From an optimization exercise on the open Yosys and OpenROAD flow, aimed at small area, a short achievable clock period and few clock cycles; shortcuts taken in it are not production practice. The RTL was checked by simulation tests, not by an equivalence proof against the original design. No activity file was given, so power comes from the tool's default toggle rates.

**flow/design.v**
```verilog
package dpms_pkg;
  localparam int OP_BITS = 3;
  localparam logic [OP_BITS-1:0] OP_ALLOC     = 3'd0;
  localparam logic [OP_BITS-1:0] OP_WRITE_PAY = 3'd1;
  localparam logic [OP_BITS-1:0] OP_SET_TYPE  = 3'd2;
  localparam logic [OP_BITS-1:0] OP_MARK_DEAD = 3'd3;
  localparam logic [OP_BITS-1:0] OP_SWEEP     = 3'd4;
  localparam logic [OP_BITS-1:0] OP_READ      = 3'd5;
  localparam int STATUS_BITS = 2;
  localparam logic [STATUS_BITS-1:0] STATUS_OK       = 2'd0;
  localparam logic [STATUS_BITS-1:0] STATUS_FULL     = 2'd1;
  localparam logic [STATUS_BITS-1:0] STATUS_NOT_LIVE = 2'd2;
  localparam int TYPE_BITS      = 7;
  localparam int TYPE_WORD_BITS = 8;
  localparam int DEAD_POS       = 7;
  localparam logic [TYPE_WORD_BITS-1:0] DEAD_MASK = 8'h80;
  localparam logic [TYPE_WORD_BITS-1:0] TYPE_MASK = 8'h7f;
  typedef struct packed {
    logic type_we;
    logic pay_we;
  } wr_en_t;
endpackage
module dpms_mem #(
  parameter int DEPTH = 64,
  parameter int AW    = 6,
  parameter int PW    = 32
) (
  input  logic                                clk,
  input  logic [AW-1:0]                       rd_addr,
  output logic [dpms_pkg::TYPE_WORD_BITS-1:0] rd_type,
  output logic [PW-1:0]                       rd_pay,
  input  dpms_pkg::wr_en_t                    wr_en,
  input  logic [AW-1:0]                       wr_addr,
  input  logic [dpms_pkg::TYPE_WORD_BITS-1:0] wr_type,
  input  logic [PW-1:0]                       wr_pay
);
  logic [dpms_pkg::TYPE_WORD_BITS-1:0] type_mem [DEPTH];
  logic [PW-1:0]                       pay_mem  [DEPTH];
  always_ff @(posedge clk) begin
    if (wr_en.type_we) begin
      type_mem[wr_addr] <= wr_type;
    end
    if (wr_en.pay_we) begin
      pay_mem[wr_addr] <= wr_pay;
    end
    rd_type <= type_mem[rd_addr];
    rd_pay  <= pay_mem[rd_addr];
  end
endmodule
module dense_pool_mark_sweep_core #(
  parameter int CAPACITY     = 64,
  parameter int PAYLOAD_BITS = 32
) (
  input  logic                                   clk,
  input  logic                                   rst,
  input  logic                                   start,
  output logic                                   busy,
  input  logic [dpms_pkg::OP_BITS-1:0]           opcode,
  input  logic [$clog2(CAPACITY)-1:0]            slot_index,
  input  logic [dpms_pkg::TYPE_BITS-1:0]         type_value,
  input  logic [PAYLOAD_BITS-1:0]                payload_in,
  output logic                                   done,
  output logic [dpms_pkg::STATUS_BITS-1:0]       status,
  output logic [$clog2(CAPACITY)-1:0]            slot_out,
  output logic [dpms_pkg::TYPE_BITS-1:0]         type_out,
  output logic                                   dead_out,
  output logic [PAYLOAD_BITS-1:0]                payload_out,
  output logic [$clog2(CAPACITY+1)-1:0]          live_count,
  output logic [$clog2(CAPACITY+1)-1:0]          free_slots
);
  localparam int SW = $clog2(CAPACITY);
  localparam int CW = $clog2(CAPACITY + 1);
  localparam int TWB = dpms_pkg::TYPE_WORD_BITS;
  localparam logic [CW-1:0] CAP_COUNT = CW'(CAPACITY);
  localparam logic [2:0] S_IDLE   = 3'd0;
  localparam logic [2:0] S_EXEC   = 3'd1;
  localparam logic [2:0] S_SW_RD  = 3'd2;
  localparam logic [2:0] S_SW_CHK = 3'd3;
  localparam logic [2:0] S_SW_CP  = 3'd4;
  logic [2:0]  state, state_next;
  logic [CW-1:0] used, used_next;
  logic [CW-1:0] cur, cur_next;
  logic [CW-1:0] last, last_next;
  logic [CW-1:0] last_m1;
  logic [dpms_pkg::OP_BITS-1:0]   op;
  logic [SW-1:0]                  slot;
  logic [dpms_pkg::TYPE_BITS-1:0] tval;
  logic [PAYLOAD_BITS-1:0]        pay;
  logic            accept;
  logic            live;
  logic [SW-1:0]   rd_addr;
  logic [TWB-1:0]  rd_type;
  logic [PAYLOAD_BITS-1:0] rd_pay;
  dpms_pkg::wr_en_t wr_en;
  logic [SW-1:0]   wr_addr;
  logic [TWB-1:0]  wr_type;
  logic [PAYLOAD_BITS-1:0] wr_pay;
  logic                             res_valid;
  logic [dpms_pkg::STATUS_BITS-1:0] res_status;
  logic [SW-1:0]                    res_slot;
  logic [dpms_pkg::TYPE_BITS-1:0]   res_type;
  logic                             res_dead;
  logic [PAYLOAD_BITS-1:0]          res_pay;
  assign busy    = (state != S_IDLE);
  assign accept  = start && !busy;
  assign live    = (CW'(slot) < used);
  assign last_m1 = last - CW'(1);
  dpms_mem #(
    .DEPTH (CAPACITY),
    .AW    (SW),
    .PW    (PAYLOAD_BITS)
  ) u_mem (
    .clk     (clk),
    .rd_addr (rd_addr),
    .rd_type (rd_type),
    .rd_pay  (rd_pay),
    .wr_en   (wr_en),
    .wr_addr (wr_addr),
    .wr_type (wr_type),
    .wr_pay  (wr_pay)
  );
  always_comb begin
    unique case (state)
      S_IDLE:   rd_addr = slot_index;
      S_SW_RD:  rd_addr = cur[SW-1:0];
      S_SW_CHK: rd_addr = last_m1[SW-1:0];
      default:  rd_addr = slot;
    endcase
  end
  always_comb begin
    state_next = state;
    used_next  = used;
    cur_next   = cur;
    last_next  = last;
    wr_en      = '0;
    wr_addr    = slot;
    wr_type    = rd_type;
    wr_pay     = pay;
    res_valid  = 1'b0;
    res_status = dpms_pkg::STATUS_OK;
    res_slot   = '0;
    res_type   = '0;
    res_dead   = 1'b0;
    res_pay    = '0;
    unique case (state)
      S_IDLE: begin
        if (accept) begin
          cur_next  = '0;
          last_next = used;
          state_next = (opcode == dpms_pkg::OP_SWEEP) ? S_SW_RD : S_EXEC;
        end
      end
      S_EXEC: begin
        res_valid  = 1'b1;
        state_next = S_IDLE;
        case (op)
          dpms_pkg::OP_ALLOC: begin
            if (used == CAP_COUNT) begin
              res_status = dpms_pkg::STATUS_FULL;
            end else begin
              wr_en.type_we = 1'b1;
              wr_addr   = used[SW-1:0];
              wr_type   = '0;
              res_slot  = used[SW-1:0];
              used_next = used + CW'(1);
            end
          end
          dpms_pkg::OP_WRITE_PAY: begin
            if (!live) begin
              res_status = dpms_pkg::STATUS_NOT_LIVE;
            end else begin
              wr_en.pay_we = 1'b1;
            end
          end
          dpms_pkg::OP_SET_TYPE: begin
            if (!live) begin
              res_status = dpms_pkg::STATUS_NOT_LIVE;
            end else begin
              wr_en.type_we = 1'b1;
              wr_type = (rd_type & dpms_pkg::DEAD_MASK) | {1'b0, tval};
            end
          end
          dpms_pkg::OP_MARK_DEAD: begin
            if (!live) begin
              res_status = dpms_pkg::STATUS_NOT_LIVE;
            end else begin
              wr_en.type_we = 1'b1;
              wr_type = rd_type | dpms_pkg::DEAD_MASK;
            end
          end
          dpms_pkg::OP_READ: begin
            if (!live) begin
              res_status = dpms_pkg::STATUS_NOT_LIVE;
            end else begin
              res_slot = slot;
              res_type = rd_type[dpms_pkg::TYPE_BITS-1:0];
              res_dead = rd_type[dpms_pkg::DEAD_POS];
              res_pay  = rd_pay;
            end
          end
          default: begin
          end
        endcase
      end
      S_SW_RD: begin
        if (cur >= last) begin
          used_next  = last;
          res_valid  = 1'b1;
          state_next = S_IDLE;
        end else begin
          state_next = S_SW_CHK;
        end
      end
      S_SW_CHK: begin
        if (!rd_type[dpms_pkg::DEAD_POS]) begin
          cur_next   = cur + CW'(1);
          state_next = S_SW_RD;
        end else if (cur == last_m1) begin
          last_next  = last_m1;
          state_next = S_SW_RD;
        end else begin
          state_next = S_SW_CP;
        end
      end
      S_SW_CP: begin
        wr_en.type_we = 1'b1;
        wr_en.pay_we  = 1'b1;
        wr_addr    = cur[SW-1:0];
        wr_type    = rd_type;
        wr_pay     = rd_pay;
        last_next  = last_m1;
        state_next = S_SW_RD;
      end
      default: begin
        state_next = S_IDLE;
      end
    endcase
  end
  always_ff @(posedge clk) begin
    if (rst) begin
      state <= S_IDLE;
      used  <= '0;
      cur   <= '0;
      last  <= '0;
      done  <= 1'b0;
    end else begin
      state <= state_next;
      used  <= used_next;
      cur   <= cur_next;
      last  <= last_next;
      done  <= res_valid;
    end
  end
  always_ff @(posedge clk) begin
    if (accept) begin
      op   <= opcode;
      slot <= slot_index;
      tval <= type_value;
      pay  <= payload_in;
    end
    if (res_valid) begin
      status      <= res_status;
      slot_out    <= res_slot;
      type_out    <= res_type;
      dead_out    <= res_dead;
      payload_out <= res_pay;
      live_count  <= used_next;
      free_slots  <= CAP_COUNT - used_next;
    end
  end
endmodule
```
**flow/run.sh**
```bash
#!/bin/bash
# synth_recipe.tcl (not shown) runs the flow's synth.tcl, then flattens the netlist and writes it again
# the make line also repeats each setting of config.mk as NAME=value (left out here)
make -C /OpenROAD-flow-scripts/flow DESIGN_CONFIG=/design/flow/config.mk WORK_HOME=/design/flow/orfs CLKGATE_MAP_FILE= SYNTH_SCRIPT=/design/flow/synth_recipe.tcl finish
```
**flow/config.mk**
```make
export PLATFORM = sky130hd
export DESIGN_NAME = dense_pool_mark_sweep_core
export DESIGN_NICKNAME = dense_pool_mark_sweep_core
export VERILOG_FILES = /design/flow/design.v
export SDC_FILE = /design/flow/constraint.sdc
export NUM_CORES = 4
export LEC_CHECK = 0
export CAP_MARGIN = 20
export CORE_MARGIN = 2
export CORE_UTILIZATION = 40
export SLEW_MARGIN = 20
```
**flow/constraint.sdc**
```tcl
create_clock -name core_clock -period 5.0 [get_ports {clk}]
set_input_delay 1.0000 -clock core_clock [delete_from_list [all_inputs] [get_ports {clk}]]
set_output_delay 1.0000 -clock core_clock [all_outputs]
set_load 0.01 [all_outputs]
```
==> out/results.txt <==
Initial DRC Count -> 9,299
IO Pins -> 115
Die W -> 523.9 µm
Unique masters post-synth -> 78
Starting Density -> 40.29%
Util after Layout -> 46.98%
Total global-route track usage -> 23.10%
Post-CTS Setup Inserts -> 0
Area Overhead vs Synth -> 16.61%
Crit path top cell by count -> buf_4
Worst Path Max Fanout -> 35
Fin crit period -> 4.349 ns
Row cnt -> 190
Drt pass-1 iters -> 6
Slew Viols, Final -> 0
CTS buffer count -> 303
WL final -> 324,800 µm
Final hold vios -> 0
Synth Cell Area -> 108,100 µm²
Clock sinks -> 2,734
Worst path bufs/invs -> 5
Worst hold path type -> reg -> reg
Top cells by area, synth -> edfxtp_1 74%, nand2_1 9.0%, nand3_1 5.6%
Worst slew pin tran -> 1.153 ns
Final cell count without fillers -> 12,422
Crit path kind -> reg -> reg
Crit path capture type -> flip-flop
Worst path cell trace -> inv_2 > nor3_4 > buf_4 > o21ai_1 > inv_2 > nand3_1 > buf_4 > nor3_2 > buf_4
Post-DRT Antenna Nets -> 0
Period utilisation layout -> 86.98%
Gpl congestion -> 0.8792
RR Startpoint -> state[2]
Yosys warning total -> 2
FFs w/ async S/R, synth -> 0%
Net count of the finished layout -> 8,713
Fraction of layout cells with a size suffix above 1 -> 11.28%
Pwr per Cell Area -> 422.8 nW/µm²
First-pass GRT wire length -> 467,800 µm
Crit path launch -> state[2]
Top-count cell post-synth -> edfxtp_1
Worst path top cell family by delay -> buffers and inverters
Post-DR wirelength/cell -> 26.14 µm
R2r endpoint -> u_mem.pay_mem[17][1]
DP Wirelength -> 189,600 µm
Filler Cells Inserted -> 23,258
Ys flop type -> edfxtp_1
Worst Setup EP -> u_mem.pay_mem[17][1]
Initial antenna violation count -> 14
Register area -> 81,450 µm²
Pin count of the biggest net entering global routing -> 110
Vias in the first global route -> 67,897
Leakage -> 0.04283 µW
# port buffers -> 114
CTS Hold Bufs -> 0
Syn Inst Count -> 8,357
Post-synth top area share -> 74.13%
# Max-Cap Violations -> 0
Total grt overflow -> 0
EDFF count, synth -> 2,669
Req. time, crit path -> 5.55 ns
Die H -> 523.9 µm
Core box area -> 268,400 µm²
# DRC -> 0
Post-DR vias/cell -> 5.785
Worst skew pair latency -> 0.97 ns
Worst Clk Skew -> 0.09501 ns
VDD IR-drop max -> 261.8 µV
Register area share after synthesis -> 75.33%
H-tree depth -> 5
Worst R2R Path Depth -> 9
CP arrival -> 4.90 ns
Max Clk Rate -> 0.2299 GHz
Worst path depth -> 9
Yosys top cell by area -> edfxtp_1
Worst R2R Setup Slack -> 0.65 ns
RSZ-0062 raised after global routing -> no
CP max-delay cell -> dfxtp_1
Post-CTS Resized -> 0
Setup tns final -> 0 ns
CTS tree -> done
Area of the multi-input gates -> 24,840 µm²
Synthesized Nets -> 8,426
Relative slew margins -> 23.10%
Routed via count -> 71,861
CTS Buffer Depth -> 4
Commonest cells in the netlist -> 2,669 x edfxtp_1, 2,601 x nand2_1, 1,214 x nand3_1, 449 x a31oi_1, 322 x clkbuf_1
Clk pin slew, worst setup/hold paths -> 0.06 ns
Synthesized area per cell -> 12.94 µm²
Post-placement cell count -> 11,889
Die ar. -> 274,500 µm²
Final setup viols -> 0
Run status -> complete, no violations
Critical Path Start Type -> flip-flop
Seq cells post-synth -> 2,734
CP peak stage delay -> 0.66 ns
Clk root buf -> clkbuf_16
==> power breakdown <==
part           switching, µW  leakage, µW  internal, µW
combinational           4160       0.0136          1600
sequential               329       0.0247         25800
clock                   8810      0.00462         12600
total                  13300       0.0428         40000
==> worst min-delay path by stage <==
stage,from,endpoint,depth (start not counted)
after floorplan,cur[6],cur[6],2
after global placement,cur[6],cur[6],2
after detailed placement,u_mem.rd_pay[22],payload_out[22],1
after CTS,cur[6],cur[6],2
after global routing,cur[6],cur[6],2
final,cur[6],cur[6],2
==> routing by layer <==
metal / track usage [%] / wire length, µm
met1: 32.36 / 132600
met3: 3.647 / 29640
met4: 7.928 / 11100
met2: 36.70 / 151400
met5: 0 / 62
==> per-stage QoR <==
| step | power [µW] | cell area (µm²) | hold WS, ns | setup slack (ns) |
|---|---|---|---|---|
| final | 53310 | 126100 | 0.5367 | 0.6509 |
| after global routing | 54800 | 126100 | 0.5559 | 0.4997 |
| after CTS | 53450 | 126000 | 0.5441 | 0.7867 |
| after detailed placement | 32300 | 116600 | 0.5329 | 0.4536 |
| after global placement | 32240 | 116600 | 0.5085 | 0.4710 |
| after floorplan | 29550 | 108100 | 0.4872 | 0.1003 |
==> kinds of logic after synthesis <==
kind of cell	share of synthesized area (%)
simple gates	16.67
compound gates	4.897
fa+ha+maj	0.2083
xor+xnor	0.1794
flops	75.33
mux	0.3958
buf+inv	2.319
==> cell usage in the layout (no fill, tap or decap), types with 8 or more instances in the layout <==
cell | Yosys | final
edfxtp_1 | 2669 | 2669
nand2_1 | 2601 | 2562
nand3_1 | 1214 | 1214
a31oi_1 | 449 | 449
clkbuf_16 | 0 | 311
buf_4 | 26 | 310
a22oi_1 | 150 | 150
buf_12 | 0 | 116
clkdlybuf4s50_1 | 0 | 114
clkbuf_1 | 322 | 67
dfxtp_1 | 65 | 65
nor3_1 | 98 | 59
clkinv_1 | 0 | 52
nor3_2 | 11 | 49
nor2_1 | 72 | 45
clkinv_2 | 0 | 43
or4_1 | 38 | 38
and2_1 | 38 | 37
nand2_2 | 5 | 32
and3_1 | 29 | 28
nor2_4 | 0 | 28
mux2i_1 | 27 | 27
o21ai_0 | 25 | 25
a211oi_1 | 26 | 25
nand4_1 | 24 | 24
inv_1 | 24 | 23
a21oi_1 | 20 | 20
bufinv_16 | 0 | 20
ha_1 | 18 | 18
clkbuf_8 | 0 | 15
xnor2_1 | 13 | 13
nand2b_1 | 13 | 12
a32oi_1 | 10 | 10
and4_1 | 11 | 10
nand2_4 | 0 | 9
a311oi_1 | 9 | 9
o2111ai_1 | 8 | 8
==> worst min-delay path, cell delays in order, from the launching register on <==
cell and delay [ns]:
dfxtp_1 0.35, o21ai_0 0.08, a21oi_1 0.06
==> cell type report <==
| class | count | share of cell area, % |
|---|---|---|
| clock buffers | 393 | 6.536 |
| multi-input cells | 5037 | 19.70 |
| repair buffers | 542 | 4.619 |
| diodes | 6 | 0.01191 |
| clock inverters | 132 | 0.9319 |
| inverters | 26 | 0.07741 |
| well taps | 3552 | 3.525 |
| flip-flops and latches | 2734 | 64.60 |
==> state kept, by name, indices dropped and copies added, names as in the netlist <==
name and flops:
state 3, tval 7, op 3, dead_out 1, last 7, payload_out 32
done 1, status 2, cur 7, u_mem.pay_mem 2048, used 7, type_out 7
u_mem.type_mem 512, u_mem.rd_type 8, free_slots 6, slot 6, live_count 7, slot_out 6
pay 32, u_mem.rd_pay 32
Testbench counts, summed over its fixed seeds: cycles 17,928.

separate check: timing with driven ports:
No port has a modelled driver above. Below, the same layout with a new extraction and two added sets of constraints.
Step 1, drivers: a clkbuf_16 drives clk and a buf_2 each remaining input, both assumed.
Step 2 adds t to the input delays and takes it off the output delays; t is the mean of the earliest and latest rising clock arrival at the registers after step 1. Input paths then give back, and output paths get back, about the clock's delay inside the block.
a / b / c = ideal ports / drivers / drivers and shift; a / b = the first two.
t (ns): 0.998
slack for setup (ns): 0.651 / 0.651 / 0.370
worst hold slack (ns): 0.537 / 0.537 / 0.537
cell pins on the clock port's net: 1
After both steps this run still meets setup and hold. The setup slack of this run moves by 0.000 ns with the drivers and by -0.281 ns with both steps.
